Context: an optimization exercise on an open-source flow, tuned for small area. The choices shown serve that exercise and are no tape-out recipe.
The RTL was checked by simulation tests, not by an equivalence proof against the original design.
Power and IR drop assume default switching activity.

--- flow/run.sh ---
#!/bin/bash
# synth_recipe.tcl (not shown) runs the flow's synth.tcl, then flattens the netlist and writes it again
# the make line also repeats each setting of config.mk as NAME=value (left out here)
make -C /OpenROAD-flow-scripts/flow DESIGN_CONFIG=/design/flow/config.mk WORK_HOME=/design/flow/orfs CLKGATE_MAP_FILE= SYNTH_SCRIPT=/design/flow/synth_recipe.tcl finish
--- flow/config.mk ---
export PLATFORM = sky130hd
export DESIGN_NAME = virtio_mmio_top
export DESIGN_NICKNAME = virtio_mmio_top
export VERILOG_FILES = /design/flow/design.v
export SDC_FILE = /design/flow/constraint.sdc
export NUM_CORES = 4
export LEC_CHECK = 0
export CAP_MARGIN = 20
export CORE_MARGIN = 2
export CORE_UTILIZATION = 40
export SLEW_MARGIN = 20
--- flow/constraint.sdc ---
create_clock -name core_clock -period 5.0 [get_ports {axi_aclk}]
set_input_delay 1.0000 -clock core_clock [delete_from_list [all_inputs] [get_ports {axi_aclk}]]
set_output_delay 1.0000 -clock core_clock [all_outputs]
set_load 0.01 [all_outputs]
--- flow/design.v ---
`timescale 1ns/1ps
module virtio_mmio_top
#(
	parameter int ID_W      = 1,
	parameter int QUEUE_NUM = 1
)
(
	input  logic            axi_aclk,
	input  logic            axi_aresetn,
	input  logic [ID_W-1:0] awid,
	input  logic [11:0]     awaddr,
	input  logic [7:0]      awlen,
	input  logic [1:0]      awburst,
	input  logic            awvalid,
	output logic            awready,
	input  logic [31:0]     wdata,
	input  logic            wlast,
	input  logic            wvalid,
	output logic            wready,
	output logic [ID_W-1:0] bid,
	output logic [1:0]      bresp,
	output logic            bvalid,
	input  logic            bready,
	input  logic [ID_W-1:0] arid,
	input  logic [11:0]     araddr,
	input  logic [7:0]      arlen,
	input  logic [1:0]      arburst,
	input  logic            arvalid,
	output logic            arready,
	output logic [ID_W-1:0] rid,
	output logic [31:0]     rdata,
	output logic [1:0]      rresp,
	output logic            rlast,
	output logic            rvalid,
	input  logic            rready,
	output logic            interrupt
);
	localparam [6:0] W_MAGIC     = 7'h00;
	localparam [6:0] W_VERSION   = 7'h01;
	localparam [6:0] W_DEVICE_ID = 7'h02;
	localparam [6:0] W_VENDOR_ID = 7'h03;
	localparam [6:0] W_DEV_FEAT  = 7'h04;
	localparam [6:0] W_FEAT_SEL  = 7'h05;
	localparam [6:0] W_QUEUE_SEL = 7'h0c;
	localparam [6:0] W_QNUM_MAX  = 7'h0d;
	localparam [6:0] W_QUEUE_NUM = 7'h0e;
	localparam [6:0] W_Q_READY   = 7'h11;
	localparam [6:0] W_Q_NOTIFY  = 7'h14;
	localparam [6:0] W_INT_STAT  = 7'h18;
	localparam [6:0] W_INT_ACK   = 7'h19;
	localparam [6:0] W_STATUS    = 7'h1c;
	localparam [6:0] W_DESC_LO   = 7'h20;
	localparam [6:0] W_DESC_HI   = 7'h21;
	localparam [6:0] W_DRV_LO    = 7'h24;
	localparam [6:0] W_DRV_HI    = 7'h25;
	localparam [6:0] W_DEV_LO    = 7'h28;
	localparam [6:0] W_DEV_HI    = 7'h29;
	localparam [6:0] W_CAP_LO    = 7'h40;
	localparam [2:0] S_IDLE   = 3'b000;
	localparam [2:0] S_WDATA  = 3'b001;
	localparam [2:0] S_BRESP  = 3'b011;
	localparam [2:0] S_RFETCH = 3'b100;
	localparam [2:0] S_RDATA  = 3'b110;
	logic [2:0]  state;
	logic        pri;         
	logic [6:0]  word;        
	logic        far;         
	logic        incr;        
	logic [7:0]  cnt;         
	logic [ID_W-1:0] id;
	logic [31:0] rd_q;
	logic        idle;
	logic        step;
	logic        w_hs;
	logic        r_hs;
	logic        rst;
	logic [7:0][31:0] ring;
	logic [7:0]       ring_v;
	logic [2:0]       pos;        
	logic        fsel_one;    
	logic        qsel_nz;     
	logic        int_st;      
	logic        st_ack;      
	logic [1:0]  st_step;     
	logic [31:0] st_value;
	logic        is_ring;
	logic [2:0]  ring_idx;
	logic        tgt;         
	logic        here;        
	always_comb
	begin
		is_ring  = !far;
		ring_idx = 3'd0;
		case (word)
			W_QUEUE_NUM: ring_idx = 3'd0;
			W_Q_READY:   ring_idx = 3'd1;
			W_DESC_LO:   ring_idx = 3'd2;
			W_DESC_HI:   ring_idx = 3'd3;
			W_DRV_LO:    ring_idx = 3'd4;
			W_DRV_HI:    ring_idx = 3'd5;
			W_DEV_LO:    ring_idx = 3'd6;
			W_DEV_HI:    ring_idx = 3'd7;
			default:     is_ring = 1'b0;
		endcase
	end
	assign tgt  = is_ring && (ring_idx == 3'd0 || !qsel_nz);
	assign here = !tgt || (pos == ring_idx);
	assign rst     = !axi_aresetn;
	assign idle    = (state == S_IDLE);
	assign awready = idle && !pri;
	assign arready = idle && pri;
	assign wready  = (state == S_WDATA) && here;
	assign bvalid  = (state == S_BRESP);
	assign rvalid  = (state == S_RDATA);
	assign bid     = id;
	assign rid     = id;
	assign bresp   = 2'b00;
	assign rresp   = 2'b00;
	assign rdata   = rd_q;
	assign rlast   = (cnt == 8'd0);
	assign w_hs    = wready && wvalid;
	assign r_hs    = rvalid && rready;
	assign step    = w_hs || r_hs;
	always_ff @(posedge axi_aclk)
	begin
		if (rst)
		begin
			state <= S_IDLE;
			pri   <= 1'b0;
		end
		else
		begin
			case (state)
				S_IDLE:
				begin
					pri <= !pri;
					if (!pri && awvalid)
						state <= S_WDATA;
					else if (pri && arvalid)
						state <= S_RFETCH;
				end
				S_WDATA:
					if (w_hs && wlast)
						state <= S_BRESP;
				S_BRESP:
					if (bready)
						state <= S_IDLE;
				S_RFETCH:
					if (here)
						state <= S_RDATA;
				default:
					if (rready)
						state <= rlast ? S_IDLE : S_RFETCH;
			endcase
		end
	end
	always_ff @(posedge axi_aclk)
	begin
		if (idle)
		begin
			id   <= pri ? arid : awid;
			word <= pri ? araddr[8:2] : awaddr[8:2];
			far  <= pri ? (araddr[11:9] != 3'd0) : (awaddr[11:9] != 3'd0);
			incr <= pri ? (arburst[0] ^ arburst[1]) : (awburst[0] ^ awburst[1]);
			cnt  <= arlen;
		end
		else if (step)
		begin
			cnt <= cnt - 8'd1;
			if (incr)
				{far, word} <= {far, word} + 8'd1 | {far, 7'd0};
		end
	end
	logic ring_wr;
	assign ring_wr = w_hs && tgt;
	always_ff @(posedge axi_aclk)
	begin
		ring[6:0] <= ring[7:1];
		ring[7]   <= ring_wr ? wdata : ring[0];
	end
	always_ff @(posedge axi_aclk)
	begin
		if (rst)
		begin
			ring_v <= '0;
			pos    <= 3'd0;
		end
		else
		begin
			ring_v <= {ring_v[0] || ring_wr, ring_v[7:1]};
			pos    <= pos + 3'd1;
		end
	end
	logic we;
	logic wd_zero_hi;
	assign we         = w_hs && !far;
	assign wd_zero_hi = (wdata[31:1] == 31'd0);
	always_ff @(posedge axi_aclk)
	begin
		if (rst)
		begin
			fsel_one <= 1'b0;
			qsel_nz  <= 1'b0;
			int_st   <= 1'b0;
			st_ack   <= 1'b0;
			st_step  <= 2'd0;
		end
		else if (we)
		begin
			case (word)
				W_FEAT_SEL:  fsel_one <= wd_zero_hi && wdata[0];
				W_QUEUE_SEL: qsel_nz  <= !(wd_zero_hi && !wdata[0]);
				W_Q_NOTIFY:  int_st   <= 1'b1;
				W_INT_ACK:   int_st   <= int_st && !wdata[0];
				W_STATUS:
					if (wd_zero_hi && !wdata[0])
					begin
						st_ack  <= 1'b1;
						st_step <= 2'd0;
					end
					else
						case (st_step)
							2'd0: if (wdata[1]) st_step <= 2'd1;
							2'd1: if (wdata[3]) st_step <= 2'd2;
							2'd2: if (wdata[2]) st_step <= 2'd3;
							default: ;
						endcase
				default: ;
			endcase
		end
	end
	assign interrupt = int_st;
	assign st_value = {28'd0, st_step == 2'd2 || st_step == 2'd3 ? 1'b1 : 1'b0,
		st_step == 2'd3, st_step != 2'd0, st_ack};
	logic [31:0] rd_value;
	always_comb
	begin
		rd_value = 32'd0;
		if (tgt)
			rd_value = ring_v[0] ? ring[0] : 32'd0;
		else if (!far)
			case (word)
				W_MAGIC:     rd_value = 32'h7472_6976;
				W_VERSION:   rd_value = 32'd2;
				W_DEVICE_ID: rd_value = 32'd2;
				W_VENDOR_ID: rd_value = 32'hff00_1af4;
				W_DEV_FEAT:  rd_value = fsel_one ? 32'd3 : 32'd0;
				W_QNUM_MAX:  rd_value = 32'd16;
				W_INT_STAT:  rd_value = {31'd0, int_st};
				W_STATUS:    rd_value = st_value;
				W_CAP_LO:    rd_value = 32'd4;
				default:     rd_value = 32'd0;
			endcase
	end
	always_ff @(posedge axi_aclk)
	begin
		if (state == S_RFETCH)
			rd_q <= rd_value;
	end
endmodule
==> run summary <==
## how the worst min path moves through the flow
stage,from,end,cells past startpoint
2_1_floorplan,ring[32]$_DFF_P_,ring[0]$_DFF_P_,0
3_3_place_gp,ring[78]$_DFF_P_,ring[46]$_DFF_P_,0
3_5_place_dp,ring[35]$_DFF_P_,ring[3]$_DFF_P_,0
4_1_cts,ring[48]$_DFF_P_,ring[16]$_DFF_P_,0
5_1_grt,ring[201]$_DFF_P_,ring[169]$_DFF_P_,0
6_report,ring[48]$_DFF_P_,ring[16]$_DFF_P_,0
## kinds of logic (layout without fill, tap and decap cells)
kind of cell | after synthesis | in the layout | synth area share [%]
mux | 44 | 44 | 6.20
flops | 327 | 327 | 73.8
xor+xnor | 15 | 15 | 1.38
compound gates | 85 | 85 | 6.16
other cells | 1 | 4 | 0.0393
buf+inv | 42 | 186 | 2.29
simple gates | 149 | 149 | 8.66
fa+ha+maj | 11 | 11 | 1.44
## placed cells by master (no fill, tap or decap), types with 11 or more instances in the layout
cell type and instances:
a21o_1 22, a21oi_1 11, and2_1 15, clkbuf_16 33, clkdlybuf4s50_1 114, dfxtp_1 277
edfxtp_1 50, ha_1 11, inv_1 11, mux2_4 29, nand2_1 28, nor2_1 25
nor2b_1 11, nor3_1 11, o21ai_0 19
## layer usage
| metal | global-route usage, % | vias to the layer above | wire length [um] |
|---|---|---|---|
| met3 | 3.29 | 39 | 1110 |
| met5 | 0 | - | 0 |
| met2 | 22.7 | 165 | 7810 |
| li1 | - | 2566 | - |
| met1 | 19.2 | 2463 | 8300 |
| met4 | 4.59 | 0 | 531 |
## registers in the layout, summed over array words and instances (netlist names)
| name | flops |
|---|---|
| cnt | 8 |
| far | 1 |
| fsel_one | 1 |
| id | 1 |
| incr | 1 |
| int_st | 1 |
| pos | 3 |
| pri | 1 |
| qsel_nz | 1 |
| rd_q | 32 |
| ring | 256 |
| ring_v | 8 |
| st_ack | 1 |
| st_step | 2 |
| state | 3 |
| word | 7 |
## final cells by class
class                      count  area, um2
timing repair buffer         119       1200
inverter                      11       41.3
multi-input combinational    308       2300
clock buffer                  46        945
tap                          319        399
clock inverter                10        105
sequential                   327       7050
fill                        1986      11400
## power by group
group	switching (mW)	internal [mW]	total, mW
Clock	0.970	1.37	2.34
Sequential	0.223	2.98	3.20
Combinational	0.557	0.507	1.06
## metrics by stage
stage,utilization (%),cells
2_1_floorplan,-,677
3_3_place_gp,46.7,1083
3_5_place_dp,46.7,1083
4_1_cts,51.2,1139
5_1_grt,51.3,1140
6_report,51.3,1140
## worst max-delay path: stages (launching register included)
cell and delay, ns:
edfxtp_1 0.45, inv_1 0.09, ha_1 0.30, o21ai_0 0.36, mux2_2 0.41, o21ai_4 0.21, and2_1 0.26, nor2b_1 0.08
clkdlybuf4s50_1 0.48
==> out/metrics.yaml <==
postLayoutCellArea_um2: 12000
hold_class: "reg2reg"
fin_setup_tns_ns: 0
antenna_cells: 0
core_um2: 23500
clk_latency_ns: 0.56
fp.dieH_um: 158
cap_violations: 0
dp_hpwl_um: 11800
synth-seq-cells: 327
r2r_slack_ns: 1.94
io_pins: 131
fin_ws_ns: 0.825
netlist.area_leader.share_pct: 58.1
routedWlPerCell_um: 15.6
dr.pass1.iters: 4
cp-startpoint: "word[0]$_DFFE_PP_"
endpoint_kind: "output pin"
drtIter0Drc: 257
max_freq_ghz: 0.240
cts_tree: "done"
drive_gt1_share_pct: 11.7
grt_pass1_wl_um: 27800
crit_type: "reg2out"
vias: 5233
worst_ep_required_time_ns: 4.00
grt_pass1_vias: 5340
rr_worst_depth: 9
via_per_inst: 4.59
synthArstFlopShare_pct: 0
preCtsSetupSlack_ns: 1.39
die_x_um: 158
cts_buffers: 31
clockBufferDepth: 3
clkSinkCount: 327
rr_startpoint: "word[0]$_DFFE_PP_"
synth_cell_types: 61
drc: 0
start_kind: "register"
tightest_slew_ns: 0.948
fin_crit_sh_pct: 83.5
worstPathArrival_ns: 3.17
io_buffers: 114
cts_setup_buffers: 0
grt_overflow: 0
wl_um: 17700
path_max_fanout: 9
syn_area_um2: 9550
place_area_um2: 11000
grt_usage_pct: 14.2
setup_viol: 0
synth.avg_cell_area_um2: 14.2
synth_flop_cell: "dfxtp_1"
period_needed_ns: 4.17
cts-resized-gates: 0
ys_seq_area_share_pct: 73.8
power.total_mw: 6.60
hold_ws_ns: 0.322
ys.warnings.count: 1
r2r-end: "rd_q[26]$_DFFE_PP_"
fin_nets: 895
hold_violations: 0
yosysTopAreaCell: "dfxtp_1"
critPathCapture: "wready"
grt_max_degree: 34
report.final.slew_viol_count: 0
ant_nets: 0
ir_drop_mv: 0.276
cts.htree.levels: 1
synth_edf_count: 50
clkSlewWorstSetupHoldPaths_ns: 0.06
root_buffer: "clkbuf_16"
gp_congestion: 0.796
slew_headroom_pct: 36.6
status: "timing/DRC/antenna clean"
leakage_nw: 4.80
finClkSkew_ns: 0.00592
rsz0062_at_grt: "false"
cts_hold_buf: 0
rows: 56
antenna_found_initial: 0
synth.most_common_cell: "dfxtp_1"
die_area_um2: 25100
ys_top_cells_by_count: "dfxtp_1, edfxtp_1, mux2_4"
p_per_area_nw_per_um2: 548
syn_inst: 674
synth.area.top_cells: "dfxtp_1, edfxtp_1, mux2_4"
synthToLayoutAreaGrowth_pct: 26.1
initial_utilization_pct: 40.7

[re-timing with driven ports]
The results above use ideal ports. As a check the final layout listed here was re-extracted and re-timed, cells and wires unchanged. Step 1 sets driving cells, clkbuf_16 on the clock port and buf_2 on the other inputs (assumed; they add their load-dependent delay and slew). Step 2, shift: input delay + t, output delay - t, t = (earliest + latest rising clock arrival at the registers) / 2. This alone moves slack from input paths to output paths. Three values: ideal, step 1, step 2; two values: the first two.
t, ns: 0.599
slack for setup (ns): 0.825 / 0.780 / 1.379
cell pins on the clock port's net: 1
After both steps this run still meets setup and hold. For this run, drivers alone change the setup slack by -0.045 ns; drivers and shift together by +0.554 ns.
